Context: an optimization exercise on an open-source flow, tuned for small area and a short achievable clock period. The choices shown serve that exercise and are no tape-out recipe.
In this exercise RTL edits were held to simulation tests only and were not proved equivalent to the original.
Power and IR drop assume default switching activity.

--- flow/run.sh ---
#!/bin/bash
# synth_recipe.tcl (not shown) runs the flow's synth.tcl, then flattens the netlist and writes it again
# the make line also repeats each setting of config.mk as NAME=value (left out here)
make -C /OpenROAD-flow-scripts/flow DESIGN_CONFIG=/design/flow/config.mk WORK_HOME=/design/flow/orfs CLKGATE_MAP_FILE= SYNTH_SCRIPT=/design/flow/synth_recipe.tcl finish
--- flow/config.mk ---
export PLATFORM = sky130hd
export DESIGN_NAME = instr_fetch_unit
export DESIGN_NICKNAME = instr_fetch_unit
export VERILOG_FILES = /design/flow/design.v
export SDC_FILE = /design/flow/constraint.sdc
export NUM_CORES = 4
export LEC_CHECK = 0
export CAP_MARGIN = 20
export CORE_MARGIN = 2
export CORE_UTILIZATION = 40
export SETUP_SLACK_MARGIN = 0.3
export SLEW_MARGIN = 20
--- flow/constraint.sdc ---
create_clock -name core_clock -period 5.5 [get_ports {clk}]
set_input_delay 1.1000 -clock core_clock [delete_from_list [all_inputs] [get_ports {clk}]]
set_output_delay 1.1000 -clock core_clock [all_outputs]
set_load 0.01 [all_outputs]
--- flow/design.v ---
package ifu_pkg;
    localparam int LOC_W = 16;
    localparam logic [3:0] OP_JMP  = 4'b0010;
    localparam logic [3:0] OP_BR   = 4'b0100;
    localparam logic [3:0] OP_MVB  = 4'b0101;
    localparam logic [3:0] OP_MVF  = 4'b0110;
    localparam logic [3:0] OP_IMM0 = 4'b1001;
    localparam logic [3:0] OP_IMM1 = 4'b1101;
    localparam logic [3:0] OP_HALT = 4'b1110;
    localparam logic [3:0] OP_EXT  = 4'b1111;
    typedef enum logic [1:0] {
        FMT_M = 2'd0,
        FMT_C = 2'd1,
        FMT_I = 2'd2,
        FMT_X = 2'd3
    } fmt_t;
    typedef struct packed {
        fmt_t             format;
        logic [3:0]       opcode;
        logic [2:0]       reg1_i;
        logic [2:0]       reg2_i;
        logic [2:0]       reg_o;
        logic [2:0]       imm;
        logic             imm_flag;
        logic [LOC_W-1:0] jmp_loc;
    } dec_t;
    typedef enum logic [1:0] {
        ST_IDLE   = 2'd0,
        ST_RUN    = 2'd1,
        ST_HALTED = 2'd2
    } fsm_t;
endpackage
module ifu_decode
#(
    parameter int ADDR_W  = 16,
    parameter int NUM_LBL = 16
) (
    input  logic [7:0]              instr,
    input  logic [NUM_LBL*ADDR_W-1:0] lbl_flat,
    output ifu_pkg::dec_t                    dec
);
    logic       use_lbl;
    logic [3:0] lbl_idx;
    always_comb begin
        dec        = '0;
        use_lbl    = 1'b0;
        lbl_idx    = '0;
        dec.opcode = instr[7:4];
        case (instr[7:4])
            ifu_pkg::OP_JMP, ifu_pkg::OP_BR: begin
                dec.format = ifu_pkg::FMT_C;
                dec.reg_o  = instr[0] ? 3'd3 : 3'd2;
                use_lbl    = 1'b1;
                lbl_idx    = instr[3:0];
            end
            ifu_pkg::OP_IMM0, ifu_pkg::OP_IMM1: begin
                dec.format   = ifu_pkg::FMT_I;
                dec.reg1_i   = instr[3:1];
                dec.reg2_i   = instr[3:1] + 3'd1;
                dec.reg_o    = instr[3:1];
                dec.imm      = instr[3:1];
                dec.imm_flag = instr[0];
            end
            ifu_pkg::OP_HALT, ifu_pkg::OP_EXT: begin
                dec.format = ifu_pkg::FMT_X;
            end
            ifu_pkg::OP_MVB: begin
                dec.format = ifu_pkg::FMT_M;
                dec.reg1_i = {1'b1, instr[1:0]};
                dec.reg_o  = {1'b0, instr[3:2]};
                use_lbl    = 1'b1;
                lbl_idx    = {2'b11, instr[1:0]};
            end
            default: begin
                dec.format = ifu_pkg::FMT_M;
                dec.reg1_i = {1'b0, instr[3:2]};
                dec.reg2_i = {1'b0, instr[3:2]} + 3'd1;
                dec.reg_o  = {1'b1, instr[1:0]};
                use_lbl    = 1'b1;
                lbl_idx    = {2'b11, instr[1:0]};
            end
        endcase
        if (use_lbl) begin
            dec.jmp_loc = ifu_pkg::LOC_W'(lbl_flat[lbl_idx*ADDR_W +: ADDR_W]);
        end
    end
endmodule
module instr_fetch_unit
#(
    parameter int ADDR_W  = 16,
    parameter int DEPTH   = 256,
    parameter int NUM_LBL = 16
) (
    input  logic                     clk,
    input  logic                     rst_n,
    input  logic                     start,
    input  logic [ADDR_W-1:0]        start_pc,
    input  logic                     redirect_valid,
    input  logic [ADDR_W-1:0]        redirect_pc,
    input  logic                     imem_we,
    input  logic [$clog2(DEPTH)-1:0] imem_waddr,
    input  logic [7:0]               imem_wdata,
    input  logic                     lbl_we,
    input  logic [3:0]               lbl_waddr,
    input  logic [ADDR_W-1:0]        lbl_wdata,
    output logic                     out_valid,
    input  logic                     out_ready,
    output logic [ADDR_W-1:0]        out_pc,
    output ifu_pkg::dec_t                     out_dec,
    output logic                     halted,
    output logic                     err
);
    localparam int IW = $clog2(DEPTH);
    logic [7:0]                imem [DEPTH];
    logic [ADDR_W-1:0]         lbl  [NUM_LBL];
    logic [NUM_LBL*ADDR_W-1:0] lbl_flat;
    logic [ADDR_W-1:0]         pc;
    logic [7:0]                instr;
    ifu_pkg::dec_t                      fetch_dec;
    ifu_pkg::fsm_t                      state;
    always_ff @(posedge clk) begin
        if (imem_we) begin
            imem[imem_waddr] <= imem_wdata;
        end
    end
    always_ff @(posedge clk or negedge rst_n) begin
        if (!rst_n) begin
            for (int i = 0; i < NUM_LBL; i++) begin
                lbl[i] <= '0;
            end
        end else if (lbl_we) begin
            lbl[lbl_waddr] <= lbl_wdata;
        end
    end
    for (genvar g = 0; g < NUM_LBL; g++) begin : g_lbl_flat
        assign lbl_flat[g*ADDR_W +: ADDR_W] = lbl[g];
    end
    assign instr = imem[pc[IW-1:0]];
    ifu_decode #(
        .ADDR_W  (ADDR_W),
        .NUM_LBL (NUM_LBL)
    ) u_decode (
        .instr    (instr),
        .lbl_flat (lbl_flat),
        .dec      (fetch_dec)
    );
    assign err = 1'b0;
    always_ff @(posedge clk or negedge rst_n) begin
        if (!rst_n) begin
            state     <= ifu_pkg::ST_IDLE;
            pc        <= '0;
            out_valid <= 1'b0;
            out_pc    <= '0;
            out_dec   <= '0;
            halted    <= 1'b0;
        end else begin
            case (state)
                ifu_pkg::ST_IDLE: begin
                    if (start) begin
                        state <= ifu_pkg::ST_RUN;
                        pc    <= start_pc;
                    end
                end
                ifu_pkg::ST_RUN: begin
                    if (redirect_valid) begin
                        pc        <= redirect_pc;
                        out_valid <= 1'b0;
                    end else if (!out_valid || out_ready) begin
                        begin
                            out_valid <= 1'b1;
                            out_pc    <= pc;
                            out_dec   <= fetch_dec;
                            pc        <= pc + 1'b1;
                            if (fetch_dec.opcode == ifu_pkg::OP_HALT) begin
                                state  <= ifu_pkg::ST_HALTED;
                                halted <= 1'b1;
                            end
                        end
                    end
                end
                ifu_pkg::ST_HALTED: begin
                    if (out_valid && out_ready) begin
                        out_valid <= 1'b0;
                    end
                    if (start) begin
                        state  <= ifu_pkg::ST_RUN;
                        pc     <= start_pc;
                        halted <= 1'b0;
                    end
                end
                default: state <= ifu_pkg::ST_IDLE;
            endcase
        end
    end
endmodule
==> impl_metrics.tcl <==
set metrics [dict create \
    grt_max_degree 154 \
    async_flop_share_pct 13.8 \
    initial_core_util_pct 40.1 \
    wl_mm 274 \
    clk_pin_slew_ns 0.06 \
    swShare_pct 35.1 \
    tightest_slew_ns 1.17 \
    grt_antenna_before_repair 13 \
    hpwl_mm 174 \
    p_leak_nw 36.2 \
    whs_ns 0.156 \
    htreeDepth 4 \
    drc 0 \
    grt_pass1_vias 51300 \
    clock_path_buffers 3 \
    p_int_mw 38.3 \
    synth.avg_cell_area_um2 18.7 \
    fin_util_pct 46.2 \
    p_seq_share_pct 35.4 \
    die-area_mm2 0.242 \
    wl_per_cell_um 31.1 \
    worstSetupStartpointType "flop" \
    synthSimpleGateAreaFrac_pct 3.63 \
    drtIter0Drc 7555 \
    vias 52300 \
    cp_max_fo 27 \
    synthCells 5094 \
    firstDrtPassIters 6 \
    syn_area_mm2 0.0952 \
    cp_data_required_time_ns 6.27 \
    synth.largest_area_cell "edfxtp_1" \
    synth_ff_type "edfxtp_1" \
    syn_to_final_growth_pct 15.3 \
    timing.final.crit_share_pct 94.1 \
    setup_violations 0 \
    ys_seq_elements 2375 \
    cts_tree "yes" \
    synthMuxAreaShare_pct 16.6 \
    rsz0062_at_grt "false" \
    timing_worst_setup_path_type "flop to flop" \
    rrSetupSlack_ns 0.33 \
    synth_compound_gate_area_share_pct 4.39 \
    gp_congestion 0.885 \
    synth_common_cells "edfxtp_1 (2048), mux4_2 (479), nor2_1 (398)" \
    finClkSkew_ns 0.0864 \
    cts.sinks 2375 \
    hold_path.class "input port to async pin" \
    wl_met1_mm 114 \
    die_width_um 492 \
    synth_edf_count 2048 \
    io_pins 129 \
    comb_power_share_pct 36.8 \
    postRouteAntennaNets 0 \
    via_per_inst 5.93 \
    synth.top_cell.area_share_pct 64.6 \
    synth.net_count 5174 \
    cp_data_arrival_time_ns 5.94 \
    drive_gt1_share_pct 26.8 \
    setup.worst_path.end_class "flop" \
    min_period_ns 5.17 \
    slew_viol_final 0 \
    clockRootBuffer "clkbuf_16" \
    synth_fa_ha_area_share_pct 0.0657 \
    core_area_mm2 0.237 \
    reg2regPathDepth 15 \
    clk_latency_ns 0.91 \
    grt_use_total_pct 22.4 \
    die_h_um 492 \
    synthXorXnorAreaFrac_pct 0.110 \
    rows 179 \
    grt_pass1_wl_mm 390 \
    yosysSeqAreaShare_pct 73.2 \
    status "complete, no violations" \
    irDropWorstVdd_mv 0.571 \
    fmax_mhz 193 \
    clkPwrFrac_pct 27.8 \
    port_buffers 127 \
    ys_top_cells_by_area "edfxtp_1 (65%), mux4_2 (11%), dfrtp_1 (8.6%)" \
    nets 5517 \
    wl_met3_mm 27.8 \
    cts_hold_buf 0 \
    cts_buffers 235 \
    regToRegEndpoint "out_dec[7]$_DFFE_PN0P_" \
    power_density_mw_per_mm2 537 \
    p_sw_mw 20.7 \
    ys_warn_count 3 \
    synth_top_family_by_area "multiplexers" \
    cap_violations 0 \
    max_slew_margin_pct 22.0 \
    grt-ovfl-total 0 \
    hold_violations 0 \
    netlist-cell-type-count 81 \
    dr.max_layer_used "met5" \
    met2WireLength_mm 125 \
    post-synth-top-count-cell "edfxtp_1" \
    rr_startpoint "pc[0]$_DFFE_PN0P_" \
]
==> worst max-delay path by stage <==
stage | start | to | slack [ns] | cells past startpoint
after floorplan | pc[0]$_DFFE_PN0P_ | out_dec[13]$_DFFE_PN0P_ | 1.27 | 17
after global placement | pc[0]$_DFFE_PN0P_ | out_dec[14]$_DFFE_PN0P_ | -0.06 | 14
after detailed placement | pc[0]$_DFFE_PN0P_ | out_dec[14]$_DFFE_PN0P_ | -0.05 | 14
after CTS | pc[0]$_DFFE_PN0P_ | out_dec[7]$_DFFE_PN0P_ | 0.33 | 16
after global routing | pc[0]$_DFFE_PN0P_ | out_dec[0]$_DFFE_PN0P_ | 0.29 | 17
final | pc[0]$_DFFE_PN0P_ | out_dec[7]$_DFFE_PN0P_ | 0.33 | 15
==> state kept, by name, indices dropped and copies added (netlist names) <==
name,count
halted,1
imem,2048
out_valid,1
out_pc,16
state,2
lbl,256
pc,16
out_dec,35
==> layout make-up <==
class                           instances  area (um^2)
Fill cell                           19900       128000
Sequential cell                      2375        69700
Multi-Input combinational cell       2364        23900
Clock buffer                          287         6210
Timing Repair Buffer                  438         4260
Tap cell                             3167         3960
Clock inverter                        158         1680
Inverter                               23         88.8
Antenna cell                            4         10.0
==> cells in the final DEF (no fill, tap or decap), types with 25 or more instances in the layout <==
cell type and instances:
mux2i_1 178, clkbuf_1 39, mux2_2 284, bufinv_16 27
edfxtp_1 2048, a22oi_1 85, a211oi_1 48, a221oi_1 26
dfrtp_1 322, clkdlybuf4s50_1 118, clkinv_1 47, a21oi_1 145
nand3_1 53, mux4_2 479, clkbuf_16 238, o21ai_0 62
buf_12 45, o22ai_1 25, nor2_1 386, o221ai_1 33
nand2_1 201, buf_4 261, clkinv_2 62
==> kinds of logic (layout without fill, tap and decap cells) <==
family          Yosys count  count (layout)
fa+ha+maj                 5               5
other cells               1               5
simple gates            803             803
xor+xnor                 12              12
flops                  2375            2375
mux                     946             946
compound gates          597             597
buf+inv                 355             906
==> stage by stage <==
| step | cell area [um^2] | worst slack [ns] | power [mW] | TNS, ns | cells |
|---|---|---|---|---|---|
| finish | 110000 | 0.327 | 59.0 | 0 | 8816 |
| global route | 110000 | 0.292 | 61.0 | 0 | 8813 |
| CTS | 110000 | 0.325 | 58.8 | 0 | 8804 |
| detailed placement | 102000 | -0.0468 | 42.5 | -0.101 | 8359 |
| global placement | 102000 | -0.0617 | 42.4 | -0.166 | 8358 |
| floorplan | 95200 | 1.27 | 33.8 | 0 | 5094 |
==> power by group through the flow <==
stage | Combinational (mW) | Clock, mW | Sequential (mW)
floorplan | 12.8 | 0 | 21.0
CTS | 21.4 | 16.6 | 20.9
global placement | 21.2 | 0 | 21.2
global route | 22.8 | 17.3 | 20.9
detailed placement | 21.3 | 0 | 21.3
finish | 21.7 | 16.4 | 20.9
==> metal layers <==
layer  up-vias  GRT usage, %
li1      21300             -
met1     27800          32.6
met2      2746          33.7
met3       446          5.03
met4         6          6.91
met5         -             0
==> critical path, stage by stage, from the launching register on <==
cell       delay, ns
dfrtp_4         0.55
buf_12          0.18
buf_12          0.24
buf_12          0.26
mux4_2          0.54
a221oi_1        0.91
a41oi_1         0.16
o221ai_1        0.42
nand2_1         0.18
o211ai_2        0.21
o2111ai_4       0.23
buf_12          0.21
mux2_1          0.31
a22o_1          0.24
o31ai_1         0.25
a22oi_1         0.11
==> what timing repair did <==
action	in CTS	in global routing
pin swaps	0	3
gates resized for setup	8	12
gates cloned	0	1
buffers inserted	0	7
setup endpoints to repair	18	18

## separate check: timing with driven ports
The flow's constraints put no driver on any port. The routed layout listed below was extracted and timed again, unchanged, in two steps. Step 1 (the two cells are an assumption about what drives the block):
set clk [get_ports {clk}]
set_driving_cell -lib_cell sky130_fd_sc_hd__clkbuf_16 $clk
set_driving_cell -lib_cell sky130_fd_sc_hd__buf_2 [delete_from_list [all_inputs] $clk]
Step 2 also shifts input and output timing later by t, the mid clock arrival at the registers, as if the neighbouring blocks saw the same clock. Three values: ideal, step 1, step 2; two values: the first two.
shift t [ns]: 0.962
slack for setup (ns): 0.327 / 0.327 / 0.327
clock arrival spread, ns: 0.108 / 0.107
cell pins on the clock port's net: 1
After both steps setup and hold are still met in this run. The setup slack of this run moves by 0.000 ns with the drivers and by 0.000 ns with both steps.
